Context: an optimization exercise on an open-source flow, tuned for small area and a short achievable clock period. The choices shown serve that exercise and are no tape-out recipe. In this exercise RTL edits were held to simulation tests only and were not proved equivalent to the original. The clock port is modelled as an ideal driver; clocking choices that lean on that would not hold on a real chip. Power and IR drop assume default switching activity.

// or_tree
module or_tree (
    input  logic                    clk,
    input  logic                    rst_n,
    input  logic                    alloc_valid,
    input  or_tree_pkg::alloc_req_t alloc_req,
    input  logic                    free_valid,
    input  or_tree_pkg::free_req_t  free_req,
    output logic                    alloc_rsp_valid,
    output or_tree_pkg::alloc_rsp_t alloc_rsp,
    output logic                    free_rsp_valid,
    output or_tree_pkg::free_rsp_t  free_rsp,
    output logic                    at_update_valid,
    output or_tree_pkg::at_update_t at_update
);
    function automatic or_tree_pkg::level_bits_t level_full(logic [7:0] l);
        level_full = {|l,
                      (|l[3:0]) & (|l[7:4]),
                      (|l[1:0]) & (|l[3:2]) & (|l[5:4]) & (|l[7:6]),
                      &l};
    endfunction
    logic                    s1_alloc_valid;
    logic                    s1_free_valid;
    or_tree_pkg::req_id_t    s1_id;
    logic [1:0]              s1_hi;
    logic [31:0]             s1_lo;
    or_tree_pkg::req_size_e  s1_size;
    or_tree_pkg::page_ofs_t  s1_ofs;
    logic                    s2_alloc_valid;
    logic                    s2_free_valid;
    or_tree_pkg::req_id_t    s2_id;
  ...
Size in the first run: roughly 1500 cells after synthesis, roughly 640 flip-flops, about 67 I/O pins.
export LEC_CHECK = 0
export CAP_MARGIN = 20
export CORE_MARGIN = 2
export CORE_UTILIZATION = 60
export SETUP_SLACK_MARGIN = 3.2
export SLEW_MARGIN = 20
create_clock -name core_clock -period 5.0 [get_ports {clk}]
standard.sh (not shown) runs the stock make flow with config.mk's settings and CLKGATE_MAP_FILE= SYNTH_SCRIPT=/design/flow/synth_recipe.tcl, a recipe that flattens the netlist after the stock synthesis.
==> flow/flow/run.sh <==
#!/bin/bash
# Layout flow: the standard layout (standard.sh), with these changes.
# 0. The port buffers that global placement inserts are buf_2 cells.
# 1. TritonCTS clusters up to 25 sinks per leaf buffer (clkbuf_16 only), so the tree has
#    fewer, fuller leaf buffers.
# 3. Timing repair may resize a cell to one of another footprint (MATCH_CELL_FOOTPRINT=0).
# Each tool's full output goes to a log file in this folder (ORFS's own logs are under orfs/logs).
set -euo pipefail
export BUFFER_PORTS_ARGS="-buffer_cell sky130_fd_sc_hd__buf_2"
export CTS_ARGS="-sink_clustering_enable -repair_clock_nets -sink_clustering_size 25 -sink_clustering_max_diameter 100 -buf_list sky130_fd_sc_hd__clkbuf_16"
export POST_CTS_TCL="$PWD/flow/post_cts.tcl"
bash standard.sh MATCH_CELL_FOOTPRINT=0 SKIP_CTS_REPAIR_TIMING=1 finish > log_standard.txt 2>&1
Other scripts of this flow, unchanged in this note and not shown: flow/flow/post_cts.tcl
Change:
SETUP_SLACK_MARGIN = 3.15   (was 3.2)
SLEW_MARGIN = 50   (was 20)
Result: Final area shrinks by about 1.5%; synthesized cell count stays the same; register-to-register slack improved by 0.07 ns; routed wire length grows by about 1.4%; die area stays the same; critical path depth stays the same.
Change:
CORE_UTILIZATION = 65   (was 60)
SLEW_MARGIN = 35   (was 50)
Via count fell by 1.4%; utilization rose by 5.8 points; hold slack improved by 0.0055 ns; combinational power stays flat.
Change:
SLEW_MARGIN = 20   (was 35)
=>
- first-iteration DRC count grows by roughly a tenth
- routed wire length shrinks slightly
- via count grows slightly
- register-to-register slack is better by 0.04 ns

========
## nickel
Starting RTL as in the previous note.
==> flow/design.v (excerpt) <==
module or_tree (
    input  logic                    clk,
    input  logic                    rst_n,
    input  logic                    alloc_valid,
    input  or_tree_pkg::alloc_req_t alloc_req,
    input  logic                    free_valid,
    input  or_tree_pkg::free_req_t  free_req,
    output logic                    alloc_rsp_valid,
    output or_tree_pkg::alloc_rsp_t alloc_rsp,
    output logic                    free_rsp_valid,
    output or_tree_pkg::free_rsp_t  free_rsp,
    output logic                    at_update_valid,
    output or_tree_pkg::at_update_t at_update
);
==> flow/config.mk <==
export PLATFORM = sky130hd
export DESIGN_NAME = or_tree
export DESIGN_NICKNAME = or_tree
export VERILOG_FILES = /design/flow/design.v
export SDC_FILE = /design/flow/constraint.sdc
export NUM_CORES = 4
export LEC_CHECK = 0
export CAP_MARGIN = 20
export CORE_MARGIN = 2
export CORE_UTILIZATION = 60
export SETUP_SLACK_MARGIN = 3.15
export SLEW_MARGIN = 20
==> flow/constraint.sdc <==
create_clock -name core_clock -period 5.0 [get_ports {clk}]
set_input_delay 1.0000 -clock core_clock [delete_from_list [all_inputs] [get_ports {clk}]]
set_output_delay 1.0000 -clock core_clock [all_outputs]
set_load 0.01 [all_outputs]
==> flow/flow/post_cts.tcl <==
# Sourced by ORFS's cts.tcl (POST_CTS_TCL) after clock tree synthesis, with the CTS-stage timing
# repair skipped there so that it runs here on the final clock tree.
# 2. Repair setup timing and legalise, as cts.tcl does.
set block [ord::get_db_block]
set port_net [[$block findBTerm clk] getNet]
set root ""
foreach it [$port_net getITerms] { set root [$it getInst] }
set rname [$root getName]
set out_net ""
foreach it [$root getITerms] { if {[$it isOutputSignal]} { set out_net [$it getNet] } }
set loads {}
foreach it [$out_net getITerms] { if {[$it getInst] != $root} { lappend loads $it } }
puts "post_cts: root $rname ([[$root getMaster] getName]) drives [llength $loads] pins"
if {[llength $loads] > 4} { error "root drives too many pins" }
foreach it $loads { $it disconnect; $it connect $port_net }
odb::dbInst_destroy $root
odb::dbNet_destroy $out_net

estimate_parasitics -placement
repair_timing_helper
set result [catch { detailed_placement } msg]
if { $result != 0 } { error "Detailed placement failed after CTS repair: $msg" }
check_placement -verbose
Scripts as last shown in full above: flow/flow/run.sh
nickel finished every step from synthesis to the final layout, and the layout passed the timing, DRC and antenna checks.
## Diff of input files: raven against nickel
- SETUP_SLACK_MARGIN changed from 3.15 to 4
-- flow/flow/run.sh --
<<< nickel, line 6
# 3. Timing repair may resize a cell to one of another footprint (MATCH_CELL_FOOTPRINT=0).
# Each tool's full output goes to a log file in this folder (ORFS's own logs are under orfs/logs).
>>> raven, line 6
<<< nickel, line 9
>>> raven, line 7
R=orfs/results/${FLOW_PLATFORM}/or_tree/base
<<< nickel, line 11
export POST_CTS_TCL="$PWD/flow/post_cts.tcl"
bash standard.sh MATCH_CELL_FOOTPRINT=0 SKIP_CTS_REPAIR_TIMING=1 finish > log_standard.txt 2>&1
>>> raven, line 10
bash standard.sh cts > log_standard_to_cts.txt 2>&1
IN_ODB=$R/4_cts.odb OUT_ODB=$R/4_cts.odb openroad -no_init -exit flow/fixclk.tcl > log_fixclk.txt 2>&1
bash standard.sh finish > log_standard_finish.txt 2>&1
==> flow/flow/fixclk.tcl (new file) <==
read_db $::env(IN_ODB)
set block [ord::get_db_block]
set port_net [[$block findBTerm clk] getNet]
set root ""
foreach it [$port_net getITerms] { set root [$it getInst] }
set rname [$root getName]
set out_net ""
foreach it [$root getITerms] { if {[$it isOutputSignal]} { set out_net [$it getNet] } }
set loads {}
foreach it [$out_net getITerms] { if {[$it getInst] != $root} { lappend loads $it } }
puts "root $rname ([[$root getMaster] getName]) drives [llength $loads] pins"
if {[llength $loads] > 4} { error "root drives too many pins" }
foreach it $loads { $it disconnect; $it connect $port_net }
odb::dbInst_destroy $root
odb::dbNet_destroy $out_net
write_db $::env(OUT_ODB)
removed: flow/flow/post_cts.tcl
[summary]
- Diff raven..nickel | number of max-slew violations in the final report | unchanged
- Compared with nickel, raven ends up with a larger final cell area.
- Of the two values seen for critical path endpoint, alloc_rsp[13] was produced by nickel and s2_leaves[5] by raven.
- Against nickel, raven comes in 110 ps lower on setup slack.
- Part of the total power dissipated in sequential elements: raven vs nickel down 10 points
The inputs of maple differ from those of raven as listed below.
- SETUP_SLACK_MARGIN: 4 -> 2.5
Notes after the runs:
Of raven and maple, the run reporting the higher core utilization was raven.
maple vs raven — maximum resistive drop on vdd climbed by more than 10%
Changes observed in maple relative to raven: area added between synthesis and finish now sits lower; synthesized area divided by synthesized cell count now sits at about the same level.
Final total power delta (maple − raven): favourable
## Diff of input files: indigo against maple
- changing SETUP_SLACK_MARGIN from 2.5 to 3
-- flow/flow/run.sh --
<<< maple, line 6
>>> indigo, line 6
# 3. Timing repair may resize a cell to one of another footprint (MATCH_CELL_FOOTPRINT=0).
# Each tool's full output goes to a log file in this folder (ORFS's own logs are under orfs/logs).
<<< maple, line 7
R=orfs/results/${FLOW_PLATFORM}/or_tree/base
>>> indigo, line 9
<<< maple, line 10
bash standard.sh cts > log_standard_to_cts.txt 2>&1
IN_ODB=$R/4_cts.odb OUT_ODB=$R/4_cts.odb openroad -no_init -exit flow/fixclk.tcl > log_fixclk.txt 2>&1
bash standard.sh finish > log_standard_finish.txt 2>&1
>>> indigo, line 11
export POST_CTS_TCL="$PWD/flow/post_cts.tcl"
bash standard.sh MATCH_CELL_FOOTPRINT=0 SKIP_CTS_REPAIR_TIMING=1 finish > log_standard.txt 2>&1
==> flow/flow/post_cts.tcl (new file) <==
# Sourced by ORFS's cts.tcl (POST_CTS_TCL) after clock tree synthesis, with the CTS-stage timing
# repair skipped there so that it runs here on the final clock tree.
# 2. Repair setup timing and legalise, as cts.tcl does.
set block [ord::get_db_block]
set port_net [[$block findBTerm clk] getNet]
set root ""
foreach it [$port_net getITerms] { set root [$it getInst] }
set rname [$root getName]
set out_net ""
foreach it [$root getITerms] { if {[$it isOutputSignal]} { set out_net [$it getNet] } }
set loads {}
foreach it [$out_net getITerms] { if {[$it getInst] != $root} { lappend loads $it } }
puts "post_cts: root $rname ([[$root getMaster] getName]) drives [llength $loads] pins"
if {[llength $loads] > 4} { error "root drives too many pins" }
foreach it $loads { $it disconnect; $it connect $port_net }
odb::dbInst_destroy $root
odb::dbNet_destroy $out_net

estimate_parasitics -placement
repair_timing_helper
set result [catch { detailed_placement } msg]
if { $result != 0 } { error "Detailed placement failed after CTS repair: $msg" }
check_placement -verbose
removed: flow/flow/fixclk.tcl
### Flow results
Changes observed in indigo relative to maple: global-route usage went up 0.71 points, net load switching power went up 2.3%, smallest hold slack went down 3.9 ps.
Re number of detailed-route iterations in the first pass: no difference whatsoever between maple and indigo.
Growth of design area from synthesis to finish in indigo is 1.3 points higher than in maple
Run comparison: maple critical path launch point s1_lo[3]; indigo critical path launch point s1_lo[10]
Looking only at combinational power, and setting everything else aside, the higher value of indigo and maple goes to indigo.
indigo: non-clock buffer instance count of the final layout higher than maple
Count of inserted tapcells came out exactly the same in indigo and maple.
Setup changes, indigo to delta
-- flow/flow/run.sh --
<<< indigo, line 6
# 3. Timing repair may resize a cell to one of another footprint (MATCH_CELL_FOOTPRINT=0).
# Each tool's full output goes to a log file in this folder (ORFS's own logs are under orfs/logs).
>>> delta, line 6
<<< indigo, line 9
>>> delta, line 7
R=orfs/results/${FLOW_PLATFORM}/or_tree/base
<<< indigo, line 11
export POST_CTS_TCL="$PWD/flow/post_cts.tcl"
bash standard.sh MATCH_CELL_FOOTPRINT=0 SKIP_CTS_REPAIR_TIMING=1 finish > log_standard.txt 2>&1
>>> delta, line 10
bash standard.sh cts > log_standard_to_cts.txt 2>&1
IN_ODB=$R/4_cts.odb OUT_ODB=$R/4_cts.odb openroad -no_init -exit flow/fixclk.tcl > log_fixclk.txt 2>&1
bash standard.sh finish > log_standard_finish.txt 2>&1
==> flow/flow/fixclk.tcl (new file) <==
read_db $::env(IN_ODB)
set block [ord::get_db_block]
set port_net [[$block findBTerm clk] getNet]
set root ""
foreach it [$port_net getITerms] { set root [$it getInst] }
set rname [$root getName]
set out_net ""
foreach it [$root getITerms] { if {[$it isOutputSignal]} { set out_net [$it getNet] } }
set loads {}
foreach it [$out_net getITerms] { if {[$it getInst] != $root} { lappend loads $it } }
puts "root $rname ([[$root getMaster] getName]) drives [llength $loads] pins"
if {[llength $loads] > 4} { error "root drives too many pins" }
foreach it $loads { $it disconnect; $it connect $port_net }
odb::dbInst_destroy $root
odb::dbNet_destroy $out_net
write_db $::env(OUT_ODB)
removed: flow/flow/post_cts.tcl
[summary]
Between delta and indigo, it is delta whose share of power burned in combinational logic is higher, by 0.2 points.
indigo vs delta, capture point of the worst path: s2_leaves[0] vs s2_leaves[5]
Cmp delta and indigo / shortest clock period the worst path allows after layout / lower: indigo
Number of buffers outside the clock class in the layout is lower on indigo
Looking at the reports, delta completed the entire flow and the layout it produced met the timing, DRC and antenna checks.
### delta -> yarrow
- SETUP_SLACK_MARGIN: 3 -> 3.2
-- flow/flow/run.sh --
<<< delta, line 6
>>> yarrow, line 6
# 3. Timing repair may resize a cell to one of another footprint (MATCH_CELL_FOOTPRINT=0).
# Each tool's full output goes to a log file in this folder (ORFS's own logs are under orfs/logs).
<<< delta, line 7
R=orfs/results/${FLOW_PLATFORM}/or_tree/base
>>> yarrow, line 9
<<< delta, line 10
bash standard.sh cts > log_standard_to_cts.txt 2>&1
IN_ODB=$R/4_cts.odb OUT_ODB=$R/4_cts.odb openroad -no_init -exit flow/fixclk.tcl > log_fixclk.txt 2>&1
bash standard.sh finish > log_standard_finish.txt 2>&1
>>> yarrow, line 11
export POST_CTS_TCL="$PWD/flow/post_cts.tcl"
bash standard.sh MATCH_CELL_FOOTPRINT=0 SKIP_CTS_REPAIR_TIMING=1 finish > log_standard.txt 2>&1
==> flow/flow/post_cts.tcl (new file) <==
# Sourced by ORFS's cts.tcl (POST_CTS_TCL) after clock tree synthesis, with the CTS-stage timing
# repair skipped there so that it runs here on the final clock tree.
# 2. Repair setup timing and legalise, as cts.tcl does.
set block [ord::get_db_block]
set port_net [[$block findBTerm clk] getNet]
set root ""
foreach it [$port_net getITerms] { set root [$it getInst] }
set rname [$root getName]
set out_net ""
foreach it [$root getITerms] { if {[$it isOutputSignal]} { set out_net [$it getNet] } }
set loads {}
foreach it [$out_net getITerms] { if {[$it getInst] != $root} { lappend loads $it } }
puts "post_cts: root $rname ([[$root getMaster] getName]) drives [llength $loads] pins"
if {[llength $loads] > 4} { error "root drives too many pins" }
foreach it $loads { $it disconnect; $it connect $port_net }
odb::dbInst_destroy $root
odb::dbNet_destroy $out_net

estimate_parasitics -placement
repair_timing_helper
set result [catch { detailed_placement } msg]
if { $result != 0 } { error "Detailed placement failed after CTS repair: $msg" }
check_placement -verbose
removed: flow/flow/fixclk.tcl
[summary]
Taking delta as the reference, in yarrow leakage component of the power +about 4.4%, transition time at the pin with the least slew margin grew by 21 ps, global-route wire length before repair grew by 1.4%, stage delay of the slowest cell on the critical path grew by 110 ps.
On total number of vias, yarrow does better than delta.
Number of antenna violations at the first check in global routing was lower in the run labelled yarrow.
[compare] base=delta new=yarrow: area growth from synthesis to layout has increased; final critical-path share of the clock period down 3.3 points.
Looking at global-route met3 utilization, yarrow sits above delta.
In the reports for delta and yarrow, the smaller critical path depth belongs to yarrow.
Of delta and yarrow, the run reporting the lower global-route usage over all layers was delta.

[afterwards: timing with drivers on the ports]
How much do the figures lean on ideal ports? The routed layouts below were timed once more, with nothing changed but the port constraints.
Step 1, drivers: a clkbuf_16 drives clk and a buf_2 each remaining input, both assumed.
Step 2, shift: input delay + t, output delay - t, t = (earliest + latest rising clock arrival at the registers) / 2. This alone moves slack from input paths to output paths.
Three values: no drivers, after step 1, after step 2; two values: the first two.
run	shift t [ns]	slack for setup (ns)	worst setup path at the end
the first run of note 1	0.483	3.051 / 3.039 / 2.861	input to register
the second run of note 1	0.493	3.124 / 3.034 / 2.802	input to register
the third run of note 1	0.487	3.094 / 3.041 / 2.786	input to register
the fourth run of note 1	0.490	3.130 / 3.044 / 2.758	input to register
nickel	0.535	3.065 / 2.988 / 2.795	input to register
raven	0.552	2.951 / 2.951 / 2.777	input to register
maple	0.547	2.547 / 2.547 / 2.547	register to register
indigo	0.548	2.976 / 2.976 / 2.556	input to register
delta	0.552	2.854 / 2.854 / 2.677	input to register
yarrow	0.539	3.018 / 2.991 / 2.776	input to register
After both steps every run listed still meets setup and hold. The setup slack of indigo, which loses most, moves by 0.000 ns with the drivers and by -0.420 ns with both steps.
